Source: an optimization exercise on an open RTL-to-GDS flow (aim: small area and a short achievable clock period). Production flows keep margins and buffers that such runs may drop.
In this exercise RTL edits were held to simulation tests only and were not proved equivalent to the original.
Power is estimated from default activity; no workload was simulated.

run A:
// credit_if_else_raw_reg
module credit_if_else_raw_reg #(
  parameter int unsigned DEPTH    = 128,
  parameter logic [15:0] INIT_VAL = 16'd0
) (
  input  logic        clock,
  input  logic        reset,
  input  logic        req_valid,
  input  logic [15:0] req_bits_index,
  input  logic [15:0] req_bits_data_1,
  input  logic [7:0]  req_bits_opCode_1,
  input  logic [15:0] req_bits_data_0,
  input  logic [7:0]  req_bits_opCode_0,
  input  logic        req_bits_predicate,
  output logic        resp_valid,
  output logic [15:0] resp_bits_new_val,
  output logic        init_done,
  output logic [15:0] err_count
);
For scale: roughly 2200 flip-flops, roughly 0.084 sq mm of cells after synthesis.
export LEC_CHECK = 0
export CAP_MARGIN = 20
export CORE_MARGIN = 2
export CORE_UTILIZATION = 50
export CTS_CLUSTER_DIAMETER = 80
export CTS_CLUSTER_SIZE = 24
export SETUP_SLACK_MARGIN = 3.8
export SLEW_MARGIN = 20
create_clock -name core_clock -period 5.5 [get_ports {clock}]
run.sh (not shown) runs the stock make flow with config.mk's settings and CLKGATE_MAP_FILE= SYNTH_SCRIPT=/design/flow/synth_recipe.tcl, a recipe that flattens the netlist after the stock synthesis.
Input-level comparison between run B and run A:
- SETUP_SLACK_MARGIN changed from 3.8 to 3.0
## What came out
Worst hold margin on run B is up relative to run A.
Setup WNS run A -> run B: worse
Compared to run A, run B has power attributed to combinational cells about 3% lower.
Compared with run A, in run B maximum frequency lower; number of hold violations in the final report roughly the same; first-pass GRT wire length higher.
Run B against run A: count of plain and timing-repair buffers down 25; routed wire length up 0.32%; placed instance count flat.
--- input diff run B..run C ---
- changing SETUP_SLACK_MARGIN from 3.0 to 3.4
Notes after the runs:
Fmax: run C higher than run B. The lower wire length came out of run B. In the reports for run B and run C, the larger post-synthesis to final-layout area growth belongs to run C. Summary of the comparison: critical path depth in cells is higher in run C, relative to run B. Number of fill cells in the layout shrinks slightly when moving from run B to run C. Run C vs run B on cell area: run C is the higher one. The post-synthesis sequential element count was comparable across run B and run C. Looking at vias per cell, run C sits above run B. Run C vs run B — actual slew at the worst max-slew pin dropped 18 ps.

* * *

The RTL this note starts from:
==> flow/design.v <==
module credit_if_else_raw_reg #(
  parameter int unsigned DEPTH    = 128,
  parameter logic [15:0] INIT_VAL = 16'd0
) (
  input  logic        clock,
  input  logic        reset,
  input  logic        req_valid,
  input  logic [15:0] req_bits_index,
  input  logic [15:0] req_bits_data_1,
  input  logic [7:0]  req_bits_opCode_1,
  input  logic [15:0] req_bits_data_0,
  input  logic [7:0]  req_bits_opCode_0,
  input  logic        req_bits_predicate,
  output logic        resp_valid,
  output logic [15:0] resp_bits_new_val,
  output logic        init_done,
  output logic [15:0] err_count
);
  localparam int unsigned AW = 7;
  localparam int unsigned CW = 8;
  logic [CW-1:0]   sweep_cnt;
  logic            sweep_on;
  assign sweep_on = !sweep_cnt[7];
  always_ff @(posedge clock or negedge reset) begin
    if (!reset)        sweep_cnt <= '0;
    else if (sweep_on) sweep_cnt <= sweep_cnt + CW'(1);
  end
  always_ff @(posedge clock or negedge reset) begin
    if (!reset) init_done <= 1'b0;
    else        init_done <= sweep_cnt[7];
  end
  logic [15:0]     mem [DEPTH];
  logic            a_valid;
  logic [AW-1:0]   a_addr;
  logic            a_zero;
  logic            a_badop;
  logic [1:0]      a_op;
  logic [15:0]     a_d;
  logic            a_keep;
  logic            a_wr;
  logic            a_arith;
  logic            a_sub;
  logic            b_valid;
  logic [AW-1:0]   b_addr;
  logic            b_err;
  logic            b_upd;      
  logic            b_sub;
  logic            b_dz;       
  logic [15:0]     b_d;        
  logic [15:0]     b_rd;
  logic            b_keep_c, b_keep_r, b_wr, b_ar_c, b_ar_r;
  logic [16:0]     sum_c, sum_r;
  logic            en_c, en_r;
  logic [15:0]     upd_val;
  logic [15:0]     new_val;
  logic [3:0]      w_p0;
  logic [3:0]      w_p1;
  logic [7:0]      w_p2;
  logic [15:0]     w_data;
  logic [7:0]      sel_op;
  assign sel_op = req_bits_predicate ? req_bits_opCode_1 : req_bits_opCode_0;
  always_ff @(posedge clock or negedge reset) begin
    if (!reset) begin
      a_valid <= 1'b0;
      a_zero  <= 1'b1;
    end else begin
      a_valid <= req_valid;
      a_zero  <= (req_bits_index[15:AW] != '0) || !init_done;
    end
  end
  always_ff @(posedge clock) begin
    a_addr  <= req_bits_index[AW-1:0];
    a_badop <= (sel_op[7:2] != '0);
    a_op    <= sel_op[1:0];
    a_d     <= req_bits_predicate ? req_bits_data_1 : req_bits_data_0;
  end
  assign a_keep  = !a_zero & (a_badop | (a_op == 2'd0));
  assign a_wr    = !a_zero & !a_badop & (a_op == 2'd1);
  assign a_arith = !a_zero & !a_badop & a_op[1];
  assign a_sub   = (a_op == 2'd3);
  logic [15:0]     rd_t0 [64];
  logic [15:0]     rd_t1 [32];
  logic [15:0]     rd_t2 [16];
  logic [15:0]     rd_t3 [8];
  logic [15:0]     rd_t4 [4];
  logic [15:0]     rd_t5 [2];
  logic [15:0]     rd_mux;
  always_comb begin
    for (int i = 0; i < 64; i++) rd_t0[i] = a_addr[0] ? mem[2*i+1]   : mem[2*i];
    for (int i = 0; i < 32; i++) rd_t1[i] = a_addr[1] ? rd_t0[2*i+1] : rd_t0[2*i];
    for (int i = 0; i < 16; i++) rd_t2[i] = a_addr[2] ? rd_t1[2*i+1] : rd_t1[2*i];
    for (int i = 0; i < 8; i++)  rd_t3[i] = a_addr[3] ? rd_t2[2*i+1] : rd_t2[2*i];
    for (int i = 0; i < 4; i++)  rd_t4[i] = a_addr[4] ? rd_t3[2*i+1] : rd_t3[2*i];
    for (int i = 0; i < 2; i++)  rd_t5[i] = a_addr[5] ? rd_t4[2*i+1] : rd_t4[2*i];
    rd_mux = a_addr[6] ? rd_t5[1] : rd_t5[0];
  end
  logic            w_hit;
  assign w_hit = w_p0[a_addr[1:0]] & w_p1[a_addr[3:2]] & w_p2[a_addr[6:4]];
  logic            fwd;
  assign fwd = b_valid & b_upd & (b_addr == a_addr);
  always_ff @(posedge clock or negedge reset) begin
    if (!reset) begin
      b_valid <= 1'b0;
      b_wr    <= 1'b0;
      b_ar_c  <= 1'b0;
      b_ar_r  <= 1'b0;
    end else begin
      b_valid <= a_valid;
      b_wr    <= a_wr;
      b_ar_c  <= a_arith & fwd;
      b_ar_r  <= a_arith & !fwd;
    end
  end
  always_ff @(posedge clock) begin
    b_addr   <= a_addr;
    b_err    <= a_zero | a_badop;
    b_upd    <= a_wr | a_arith;
    b_sub    <= a_sub;
    b_dz     <= (a_d == '0);
    b_d      <= a_sub ? (~a_d + 16'd1) : a_d;
    b_keep_c <= a_keep & fwd;
    b_keep_r <= a_keep & !fwd;
    b_rd     <= w_hit ? w_data : rd_mux;
  end
  assign sum_c = {1'b0, resp_bits_new_val} + {1'b0, b_d};
  assign sum_r = {1'b0, b_rd} + {1'b0, b_d};
  assign en_c  = b_ar_c & (sum_c[16] | b_dz | !b_sub);
  assign en_r  = b_ar_r & (sum_r[16] | b_dz | !b_sub);
  assign upd_val = ({16{b_wr}} & b_d)
                 | ({16{en_c}} & sum_c[15:0])
                 | ({16{en_r}} & sum_r[15:0]);
  assign new_val = upd_val
                 | ({16{b_keep_c}} & resp_bits_new_val)
                 | ({16{b_keep_r}} & b_rd);
  always_ff @(posedge clock or negedge reset) begin
    if (!reset) begin
      resp_valid <= 1'b0;
      err_count  <= '0;
    end else begin
      resp_valid <= b_valid;
      if (b_valid && b_err && (err_count != '1))
        err_count <= err_count + 16'd1;
    end
  end
  always_ff @(posedge clock) begin
    resp_bits_new_val <= new_val;
  end
  logic [AW-1:0]   w_src;
  logic            w_go;
  assign w_src = sweep_on ? sweep_cnt[AW-1:0] : b_addr;
  assign w_go  = sweep_on | (b_valid & b_upd);
  always_ff @(posedge clock or negedge reset) begin
    if (!reset) begin
      w_p2 <= '0;
    end else begin
      w_p2 <= w_go ? (8'(1) << w_src[6:4]) : 8'd0;
    end
  end
  always_ff @(posedge clock) begin
    w_p0   <= 4'(1) << w_src[1:0];
    w_p1   <= 4'(1) << w_src[3:2];
    w_data <= upd_val;
  end
  always_ff @(posedge clock) begin
    for (int i = 0; i < DEPTH; i++)
      if (w_p0[i % 4] & w_p1[(i / 4) % 4] & w_p2[i / 16]) mem[i] <= w_data;
  end
endmodule
make LEC_CHECK=0 CAP_MARGIN=20 CORE_MARGIN=2 CORE_UTILIZATION=58 CTS_CLUSTER_DIAMETER=80 CTS_CLUSTER_SIZE=24 SETUP_SLACK_MARGIN=3.2 SLEW_MARGIN=20 finish   # period 5.5 ns
Change:
Settings changed: CORE_UTILIZATION 58 to 50, SETUP_SLACK_MARGIN 3.2 to 3.0.
Result: The changed run produced a clean layout. Die area climbs by about 16%. Wire length came out higher by 1.4%. Design area came out higher by 0.79%. Global-route usage shrinks by 4.0 points. Total power rose by about 1.7%. First-iteration DRC count drops by 0.89%.

* * *

credit_if_else_raw_reg, a different RTL version from the one above (not shown whole).
Size in the first run: about 4700 cells after synthesis, about 2200 flip-flops, about 100 I/O pins, about 0.083 sq mm of cells after synthesis.
==> flow/config.mk <==
export PLATFORM = sky130hd
export DESIGN_NAME = credit_if_else_raw_reg
export DESIGN_NICKNAME = credit_if_else_raw_reg
export VERILOG_FILES = /design/flow/design.v
export SDC_FILE = /design/flow/constraint.sdc
export NUM_CORES = 4
export LEC_CHECK = 0
export CAP_MARGIN = 20
export CORE_MARGIN = 2
export CORE_UTILIZATION = 50
export CTS_CLUSTER_DIAMETER = 80
export CTS_CLUSTER_SIZE = 24
export SETUP_SLACK_MARGIN = 3.4
export SLEW_MARGIN = 20
==> flow/constraint.sdc <==
create_clock -name core_clock -period 5.5 [get_ports {clock}]
set_input_delay 1.1000 -clock core_clock [delete_from_list [all_inputs] [get_ports {clock}]]
set_output_delay 1.1000 -clock core_clock [all_outputs]
set_load 0.01 [all_outputs]
The starting point finished clean.
Rerun with:
Settings changed: SETUP_SLACK_MARGIN 3.4 to 3.0.
What happened: The new run produced a clean layout. Clock-buffer cell count drops by 2. Global-route usage drops by 0.30 points. Power drops by 2.0%. Wire length drops by 1.3%. Clock skew stays flat. Synthesized cell count does not change.

static timing again, ports no longer ideal:
How much do the figures lean on ideal ports? The routed layouts below were timed once more, with nothing changed but the port constraints. Step 1 sets driving cells, clkbuf_16 on the clock port and buf_2 on the other inputs (assumed; they add their load-dependent delay and slew). Step 2 moves the port delays by t, midway between the first and last clock arrival at a register: inputs arrive t later, outputs are due t later. That takes back most of the time a late clock gives input paths. a / b / c = ideal / step 1 / step 2; a / b = the first two.
run | t (ns) | setup WS [ns] | slew at the worst register clock pin (ns) | pins driven straight from the clock port
run A | 0.873 | 2.841 / 2.841 / 2.841 | 0.10 / 0.10 | 1
run B | 0.874 | 2.641 / 2.641 / 2.641 | 0.10 / 0.10 | 1
run C | 0.865 | 2.813 / 2.813 / 2.813 | 0.10 / 0.10 | 1
the first run of note 2 | 0.835 | 2.604 / 2.604 / 2.604 | 0.10 / 0.10 | 1
the second run of note 2 | 0.871 | 2.612 / 2.612 / 2.612 | 0.10 / 0.10 | 1
the first run of note 3 | 0.855 | 2.654 / 2.654 / 2.654 | 0.10 / 0.10 | 1
the second run of note 3 | 0.863 | 2.611 / 2.611 / 2.611 | 0.10 / 0.10 | 1
After both steps setup and hold are still met in every run listed.
